Context: an optimization exercise on an open-source flow, tuned for small area, a short achievable clock period and few clock cycles. The choices shown serve that exercise and are no tape-out recipe.
Only simulation tests tie the RTL to the original design; equivalence was not proved.
Power figures rest on the tool's default switching activity, not on a simulated workload.

## flow/design.v

```verilog
package adc_pkg;
	typedef struct packed {
		logic [8-1:0] frame;
		logic [8-1:0] ch0_a;
		logic [8-1:0] ch0_b;
		logic [8-1:0] ch1_a;
		logic [8-1:0] ch1_b;
	} lane_words_t;
	typedef struct packed {
		logic [16-1:0] ch0;
		logic [16-1:0] ch1;
	} sample_pair_t;
	typedef enum logic [1:0] {
		ALIGN_IDLE,
		ALIGN_CHECK,
		ALIGN_WAIT,
		ALIGN_LOCKED
	} align_state_e;
	typedef enum logic [1:0] {
		CAP_IDLE,
		CAP_RUN,
		CAP_DONE
	} cap_state_e;
endpackage
package host_pkg;
	typedef enum logic [1:0] {
		CMD_WRITE_CTRL,
		CMD_READ_STATUS,
		CMD_READ_SAMPLE
	} host_cmd_e;
	typedef struct packed {
		host_cmd_e cmd;
		logic [6-1:0] addr;
		logic [31:0] wdata;
	} host_req_t;
	typedef struct packed {
		logic [31:0] rdata;
	} host_rsp_t;
	typedef struct packed {
		logic adc_enable;
		logic capture_enable;
	} ctrl_t;
	typedef struct packed {
		logic frame_valid;
		logic [2:0] bitslip_count;
		logic [1:0] cap_state;   
		logic adc_enable;
		logic capture_enable;
	} status_t;
endpackage
`timescale 1ns/1ps
module frame_aligner (
	input  logic         data_clk_div,
	input  logic         rst_n,
	input  host_pkg::ctrl_t        ctrl,
	input  adc_pkg::lane_words_t  lanes,
	output adc_pkg::sample_pair_t sample,
	output logic         frame_valid,
	output logic [2:0]   bitslip_count
);
	localparam int WAIT_W = $clog2(2 + 1);
	adc_pkg::align_state_e      state;
	logic [WAIT_W-1:0] wait_cnt;
	logic              frame_match;
	function automatic logic [8-1:0] slip(input logic [8-1:0] b,
			input logic [2:0] n);
		logic [2*8-1:0] dbl;
		dbl = {b, b} >> n;
		slip = dbl[8-1:0];
	endfunction
	assign frame_match = (slip(lanes.frame, bitslip_count) == 8'b1111_0000);
	always_ff @(posedge data_clk_div) begin
		sample.ch0 <= {slip(lanes.ch0_a, bitslip_count), slip(lanes.ch0_b, bitslip_count)};
		sample.ch1 <= {slip(lanes.ch1_a, bitslip_count), slip(lanes.ch1_b, bitslip_count)};
	end
	always_ff @(posedge data_clk_div or negedge rst_n) begin
		if (!rst_n) begin
			state <= adc_pkg::ALIGN_IDLE;
			bitslip_count <= '0;
			frame_valid <= 1'b0;
			wait_cnt <= '0;
		end else if (!ctrl.adc_enable) begin
			state <= adc_pkg::ALIGN_IDLE;
			bitslip_count <= '0;
			frame_valid <= 1'b0;
			wait_cnt <= '0;
		end else begin
			case (state)
				adc_pkg::ALIGN_IDLE: begin
					state <= adc_pkg::ALIGN_CHECK;
				end
				adc_pkg::ALIGN_CHECK: begin
					if (frame_match) begin
						state <= adc_pkg::ALIGN_LOCKED;
						frame_valid <= 1'b1;
					end else begin
						bitslip_count <= bitslip_count + 3'd1;
						wait_cnt <= WAIT_W'(2 - 1);
						state <= adc_pkg::ALIGN_WAIT;
					end
				end
				adc_pkg::ALIGN_WAIT: begin
					if (wait_cnt == '0)
						state <= adc_pkg::ALIGN_CHECK;
					else
						wait_cnt <= wait_cnt - 1'b1;
				end
				adc_pkg::ALIGN_LOCKED: begin
					if (!frame_match) begin
						frame_valid <= 1'b0;
						state <= adc_pkg::ALIGN_CHECK;
					end
				end
				default: state <= adc_pkg::ALIGN_IDLE;
			endcase
		end
	end
endmodule
`timescale 1ns/1ps
module capture_ctrl (
	input  logic                   data_clk_div,
	input  logic                   rst_n,
	input  host_pkg::ctrl_t                  ctrl,
	output logic                   wr_en,
	output logic [6-1:0] wr_addr,
	output adc_pkg::cap_state_e             cap_state
);
	logic cap_en_q;
	logic start;
	logic last;
	assign start = ctrl.capture_enable & ~cap_en_q;
	assign last = (wr_addr == 6'(64 - 1));
	assign wr_en = (cap_state == adc_pkg::CAP_RUN);
	always_ff @(posedge data_clk_div or negedge rst_n) begin
		if (!rst_n) begin
			cap_en_q <= 1'b0;
			cap_state <= adc_pkg::CAP_IDLE;
			wr_addr <= '0;
		end else begin
			cap_en_q <= ctrl.capture_enable;
			if (!ctrl.capture_enable) begin
				cap_state <= adc_pkg::CAP_IDLE;
				wr_addr <= '0;
			end else begin
				case (cap_state)
					adc_pkg::CAP_IDLE: begin
						if (start) begin
							cap_state <= adc_pkg::CAP_RUN;
							wr_addr <= '0;
						end
					end
					adc_pkg::CAP_RUN: begin
						if (last)
							cap_state <= adc_pkg::CAP_DONE;
						else
							wr_addr <= wr_addr + 1'b1;
					end
					adc_pkg::CAP_DONE: cap_state <= adc_pkg::CAP_DONE;
					default: cap_state <= adc_pkg::CAP_IDLE;
				endcase
			end
		end
	end
endmodule
`timescale 1ns/1ps
module capture_buffer (
	input  logic                   data_clk_div,
	input  logic                   wr_en,
	input  logic [6-1:0] wr_addr,
	input  adc_pkg::sample_pair_t           wr_data,
	input  logic [6-1:0] rd_addr,
	output adc_pkg::sample_pair_t           rd_data
);
	logic [2*16-1:0] mem [0:64-1];
	always_ff @(posedge data_clk_div) begin
		if (wr_en)
			mem[wr_addr] <= wr_data;
	end
	always_ff @(posedge data_clk_div) begin
		rd_data <= mem[rd_addr];
	end
endmodule
`timescale 1ns/1ps
module host_regs (
	input  logic                   data_clk_div,
	input  logic                   rst_n,
	input  host_pkg::host_req_t              host_req,
	input  logic                   host_req_valid,
	output logic                   host_ack,
	output host_pkg::host_rsp_t              host_rsp,
	output host_pkg::ctrl_t                  ctrl,
	output logic [6-1:0] rd_addr,
	input  adc_pkg::sample_pair_t           rd_data,
	input  logic                   frame_valid,
	input  logic [2:0]             bitslip_count,
	input  adc_pkg::cap_state_e             cap_state
);
	typedef enum logic [1:0] {
		HS_IDLE,
		HS_ACCEPT,
		HS_RESPOND,
		HS_RELEASE
	} hs_state_e;
	hs_state_e   hs_state;
	host_pkg::host_req_t   req_q;
	host_pkg::status_t     status;
	logic [31:0] rdata_mux;
	assign rd_addr = req_q.addr;
	always_comb begin
		status.frame_valid = frame_valid;
		status.bitslip_count = bitslip_count;
		status.cap_state = cap_state;
		status.adc_enable = ctrl.adc_enable;
		status.capture_enable = ctrl.capture_enable;
	end
	always_comb begin
		case (req_q.cmd)
			host_pkg::CMD_READ_STATUS: rdata_mux = 32'(status);
			host_pkg::CMD_READ_SAMPLE: rdata_mux = rd_data;
			default: rdata_mux = '0;
		endcase
	end
	always_ff @(posedge data_clk_div) begin
		if (hs_state == HS_IDLE && host_req_valid)
			req_q <= host_req;
		if (hs_state == HS_RESPOND)
			host_rsp.rdata <= rdata_mux;
	end
	always_ff @(posedge data_clk_div or negedge rst_n) begin
		if (!rst_n) begin
			hs_state <= HS_IDLE;
			host_ack <= 1'b0;
			ctrl <= '0;
		end else begin
			case (hs_state)
				HS_IDLE: begin
					if (host_req_valid)
						hs_state <= HS_ACCEPT;
				end
				HS_ACCEPT: begin
					hs_state <= HS_RESPOND;
				end
				HS_RESPOND: begin
					if (req_q.cmd == host_pkg::CMD_WRITE_CTRL)
						ctrl <= host_pkg::ctrl_t'(req_q.wdata[1:0]);
					host_ack <= 1'b1;
					hs_state <= HS_RELEASE;
				end
				HS_RELEASE: begin
					if (!host_req_valid) begin
						host_ack <= 1'b0;
						hs_state <= HS_IDLE;
					end
				end
				default: hs_state <= HS_IDLE;
			endcase
		end
	end
endmodule
`timescale 1ns/1ps
module adc_capture_top (
	input  logic        data_clk_div,
	input  logic        rst_n,
	input  logic [39:0] lanes,
	input  logic [39:0] host_req,
	input  logic        host_req_valid,
	output logic        host_ack,
	output logic [31:0] host_rsp
);
	adc_pkg::lane_words_t            lanes_s;
	host_pkg::host_req_t              host_req_s;
	host_pkg::host_rsp_t              host_rsp_s;
	assign lanes_s    = lanes;
	assign host_req_s = host_req;
	assign host_rsp   = host_rsp_s;
	host_pkg::ctrl_t                  ctrl;
	adc_pkg::sample_pair_t           sample;
	adc_pkg::sample_pair_t           rd_data;
	logic                   frame_valid;
	logic [2:0]             bitslip_count;
	logic                   wr_en;
	logic [6-1:0] wr_addr;
	logic [6-1:0] rd_addr;
	adc_pkg::cap_state_e             cap_state;
	frame_aligner frame_aligner_i (
		.data_clk_div  (data_clk_div),
		.rst_n         (rst_n),
		.ctrl          (ctrl),
		.lanes         (lanes_s),
		.sample        (sample),
		.frame_valid   (frame_valid),
		.bitslip_count (bitslip_count)
	);
	capture_ctrl capture_ctrl_i (
		.data_clk_div (data_clk_div),
		.rst_n        (rst_n),
		.ctrl         (ctrl),
		.wr_en        (wr_en),
		.wr_addr      (wr_addr),
		.cap_state    (cap_state)
	);
	capture_buffer capture_buffer_i (
		.data_clk_div (data_clk_div),
		.wr_en        (wr_en),
		.wr_addr      (wr_addr),
		.wr_data      (sample),
		.rd_addr      (rd_addr),
		.rd_data      (rd_data)
	);
	host_regs host_regs_i (
		.data_clk_div   (data_clk_div),
		.rst_n          (rst_n),
		.host_req       (host_req_s),
		.host_req_valid (host_req_valid),
		.host_ack       (host_ack),
		.host_rsp       (host_rsp_s),
		.ctrl           (ctrl),
		.rd_addr        (rd_addr),
		.rd_data        (rd_data),
		.frame_valid    (frame_valid),
		.bitslip_count  (bitslip_count),
		.cap_state      (cap_state)
	);
endmodule
```

## flow/run.sh

```bash
#!/bin/bash
# synth_recipe.tcl (not shown) runs the flow's synth.tcl, then flattens the netlist and writes it again
# the make line also repeats each setting of config.mk as NAME=value (left out here)
make -C /OpenROAD-flow-scripts/flow DESIGN_CONFIG=/design/flow/config.mk WORK_HOME=/design/flow/orfs CLKGATE_MAP_FILE= SYNTH_SCRIPT=/design/flow/synth_recipe.tcl finish
```

## flow/config.mk

```make
export PLATFORM = sky130hd
export DESIGN_NAME = adc_capture_top
export DESIGN_NICKNAME = adc_capture_top
export VERILOG_FILES = /design/flow/design.v
export SDC_FILE = /design/flow/constraint.sdc
export NUM_CORES = 4
export LEC_CHECK = 0
export CAP_MARGIN = 20
export CORE_MARGIN = 2
export CORE_UTILIZATION = 40
export SLEW_MARGIN = 20
```

## flow/constraint.sdc

```tcl
create_clock -name core_clock -period 4.0 [get_ports {data_clk_div}]
set_input_delay 0.8000 -clock core_clock [delete_from_list [all_inputs] [get_ports {data_clk_div}]]
set_output_delay 0.8000 -clock core_clock [all_outputs]
set_load 0.01 [all_outputs]
```

==> run notes <==
state kept, by name, indices dropped and copies added (netlist names), 3 cells and up:
register	flops
capture_buffer_i.rd_data	32
frame_aligner_i.sample	32
frame_aligner_i.bitslip_count	3
capture_buffer_i.mem	2048
capture_ctrl_i.wr_addr	6
host_regs_i.host_rsp	32
host_regs_i.req_q	10
placed cells by master, fill, tap and decap left out, drive strengths merged, types with 12 or more instances in the layout:
cell type,n
ha,16
nor2b,19
nand2,32
dfrtp,22
mux2,35
a22oi,41
mux2i,34
dfxtp,64
and2,26
o21ai,19
buf,130
o211ai,18
nor2,96
o22ai,49
clkdlybuf4s50,85
edfxtp,2090
inv,23
mux4,648
nand3,12
diode,20
clkbuf,295
clkinv,78
path summary, 6_finish.rpt:
check	startpoint	to	slack, ps
max	capture_ctrl_i.cap_state[1]	capture_buffer_i.mem[10][24]	880
max in group asynchronous	rst_n	frame_aligner_i.bitslip_count[0]	3360
min reg2reg	host_regs_i.req_q[1]	host_regs_i.ctrl[1]	490
max reg2reg	capture_ctrl_i.cap_state[1]	capture_buffer_i.mem[10][24]	880
min	rst_n	host_regs_i.hs_state[0]	330
min in group core_clock	host_regs_i.req_q[1]	host_regs_i.ctrl[1]	490
critical path, cell delays in order (launching register included):
cell     delay (ps)
dfrtp_1         400
inv_1           110
ha_1            420
nor2b_1         310
nand2_1         550
nor2_4          680
buf_12          290
power by group through the flow:
stage	sequential (mW)	combinational, mW	clock (mW)
4_1_cts	30.1	6.14	19.5
2_1_floorplan	29.6	3.70	0
3_5_place_dp	30.6	6.12	0
6_report	30.0	6.07	19.2
3_3_place_gp	30.4	6.06	0
5_1_grt	30.3	6.43	20.4
per-layer routing:
metal  vias to the layer above  wire length (um)  GRT usage, %
li1                      15575                 -             -
met1                     21040             82800          26.0
met2                      1207             98500          30.8
met3                       263             11600          2.97
met4                         0              5400          5.59
met5                         -                 0             0
metrics by stage:
stage / hold slack [ps] / setup WS, ps
after global placement: 465 / 853
after detailed placement: 482 / 869
after floorplan: 352 / 300
after CTS: 291 / 929
after global routing: 320 / 641
final: 330 / 881
final cells by class:
type | instances | area [um2]
Antenna cell | 20 | 50.0
Clock buffer | 295 | 5750
Clock inverter | 102 | 901
Fill cell | 16879 | 111000
Inverter | 15 | 56.3
Multi-Input combinational cell | 1116 | 18200
Sequential cell | 2176 | 64700
Tap cell | 2704 | 3380
Timing Repair Buffer | 215 | 2480
cells by family after synthesis:
group	after synthesis	share of synthesized area [%]
fa+ha+maj	16	0.241
xor+xnor	1	0.0105
mux	717	18.4
simple gates	217	1.24
compound gates	165	1.36
buf+inv	202	1.09
flops	2176	77.6
==> metrics.md <==
| Metric | Value |
|---|---|
| # DRC | 0 |
| Initial antenna violation count | 10 |
| Reg power frac | 54.3% |
| Avg WL per Cell | about 30 um |
| Pre-Repair DR Iteration Count | 7 |
| Placement Cell Area | between 80,000 and 90,000 um2 |
| Overflow left after global routing | 0 |
| Core area | a little over 200,000 um2 |
| Synth top area share | 75.4% |
| Post-synth EDFFs | between 2,000 and 2,500 |
| Fmax | between 0.3 and 0.4 GHz |
| Post-synth ARST share | roughly 1.0% |
| Syn nets | about 3,600 |
| DIE AREA | 212,000 um2 |
| Routed Antenna Nets | 0 |
| Avg Synthesized Cell Area | 23.8 um2 |
| Setup TNS | 0 ps |
| Slew margin rel. | a little over a quarter |
| I/O Buffers | 85 |
| Leakage power | slightly below 30 nW |
| Vias in the first global route | 38,939 |
| Critical Path Start Type | register |
| Synth Cell Area | 83,200 um2 |
| Period utilization | around 78% |
| Tot GR Track Use | around a fifth |
| Post-route core utilization | ~46% |
| Starting density of the core | ~40% |
| Max Cap Viol | 0 |
| Internal Power | 41.3 mW |
| First-pass GRT wire length | between 200,000 and 300,000 um |
| P per Cell Area | 579 nW/um2 |
| Htree depth | 4 |
| Synth area leaders | edfxtp_1 (75%), mux4_2 (18%), dfxtp_1 (1.5%) |
| Clk pwr share | approximately a third |
| CP endpoint kind | register |
| Net Sw Frac | roughly 25% |
| CTS max path bufs | 3 |
| YS warnings | 4 |
| Worst-path clk slew | 60 ps |
| Unique masters post-synth | 50 |
| Final Non-Filler Cells | around 6,600 |
| Final Power | around 55 mW |
| Top-count cell post-synth | edfxtp_1 |
| # rows | 167 |
| Status | finished clean |
| Number of buffers created by CTS | around 210 |
| Hold Path Class | in -> async |
| Placer Congestion | 0.827 |
| Syn Inst Count | approximately 3,500 |
| Initial DRC count | approximately 4,200 |
| CTS tree | done |
| Combinational share of power | a little over a tenth |
| I/O pins | between 100 and 150 |
| Placed insts | slightly above 6,000 |
| Reg2Reg Depth | 6 |
| Post-synth top cells | edfxtp_1 (2,090), mux4_2 (648), nor2_1 (96), clkbuf_1 (84), buf_2 (70) |
| Worst EP required | between 4000 and 5000 ps |
| Main synth FF type | edfxtp_1 |
| Root Driver | clkbuf_16 |
| WP data arrival | between 3000 and 4000 ps |
| Finish-stage setup viols | 0 |
| Clock Sinks | roughly 2,200 |
| DRT Wirelength | between 150,000 and 200,000 um |
| Sequential element share of the synthesized area | between 70% and 80% |
| Worst Skew | 28.5 ps |
| WS Path Type | reg -> reg |
| Via-to-Cell Ratio | between 5 and 6 |
| Hold Buf Count CTS | 0 |
| Area Growth Syn to Fin | 14.8% |
| Final hold violation count | 0 |
| # nets final | 3,836 |
| Fin area | around 96,000 um2 |
| Die width | around 460 um |
| Cell accounting for the most synthesized area | edfxtp_1 |
| Synth Register Bits | 2,176 |
| Crit path time final | 3120 ps |
| Largest net degree at the start of global routing | between 90 and 100 |
| Via count | between 30,000 and 40,000 |
| Share of cells above drive strength 1 | between 30 and 40% |
| Max Slew Vio Count | 0 |
| Reported net switching power | around 14 mW |
| Later-pin clock latency in the skew report | approximately 840 ps |
| Slew @ Worst Pin | 1100 ps |
| CP max FO | 20 |
| Post-CTS Resized | 0 |
| Max IR drop VDD | about 0.00038 V |
| Post-CTS setup buffer count | 0 |
| Chip Height | roughly 460 um |
| RSZ-0062 raised after global routing | false |
| Detailed Place HPWL | 109,000 um |
Testbench counts, summed over its fixed seeds: cycles 16,128.

[separate check: timing with driven ports]
The flow's constraints put no driver on any port. The routed layout listed below was extracted and timed again, unchanged, in two steps. Step 1 assumes that a clkbuf_16 drives the clock port and a buf_2 every other input. Step 2 also shifts input and output timing later by t, the mid clock arrival at the registers, as if the neighbouring blocks saw the same clock. a / b / c = ideal ports / drivers / drivers and shift; a / b = the first two.
shift t [ns]: 0.915
slack for setup (ns): 0.881 / 0.881 / 0.844
latest minus earliest clock arrival (ns): 0.042 / 0.043
worst slew at a driven data input, ns: 0.13
After both steps setup and hold are still met in this run. The setup slack of this run moves by 0.000 ns with the drivers and by -0.037 ns with both steps.
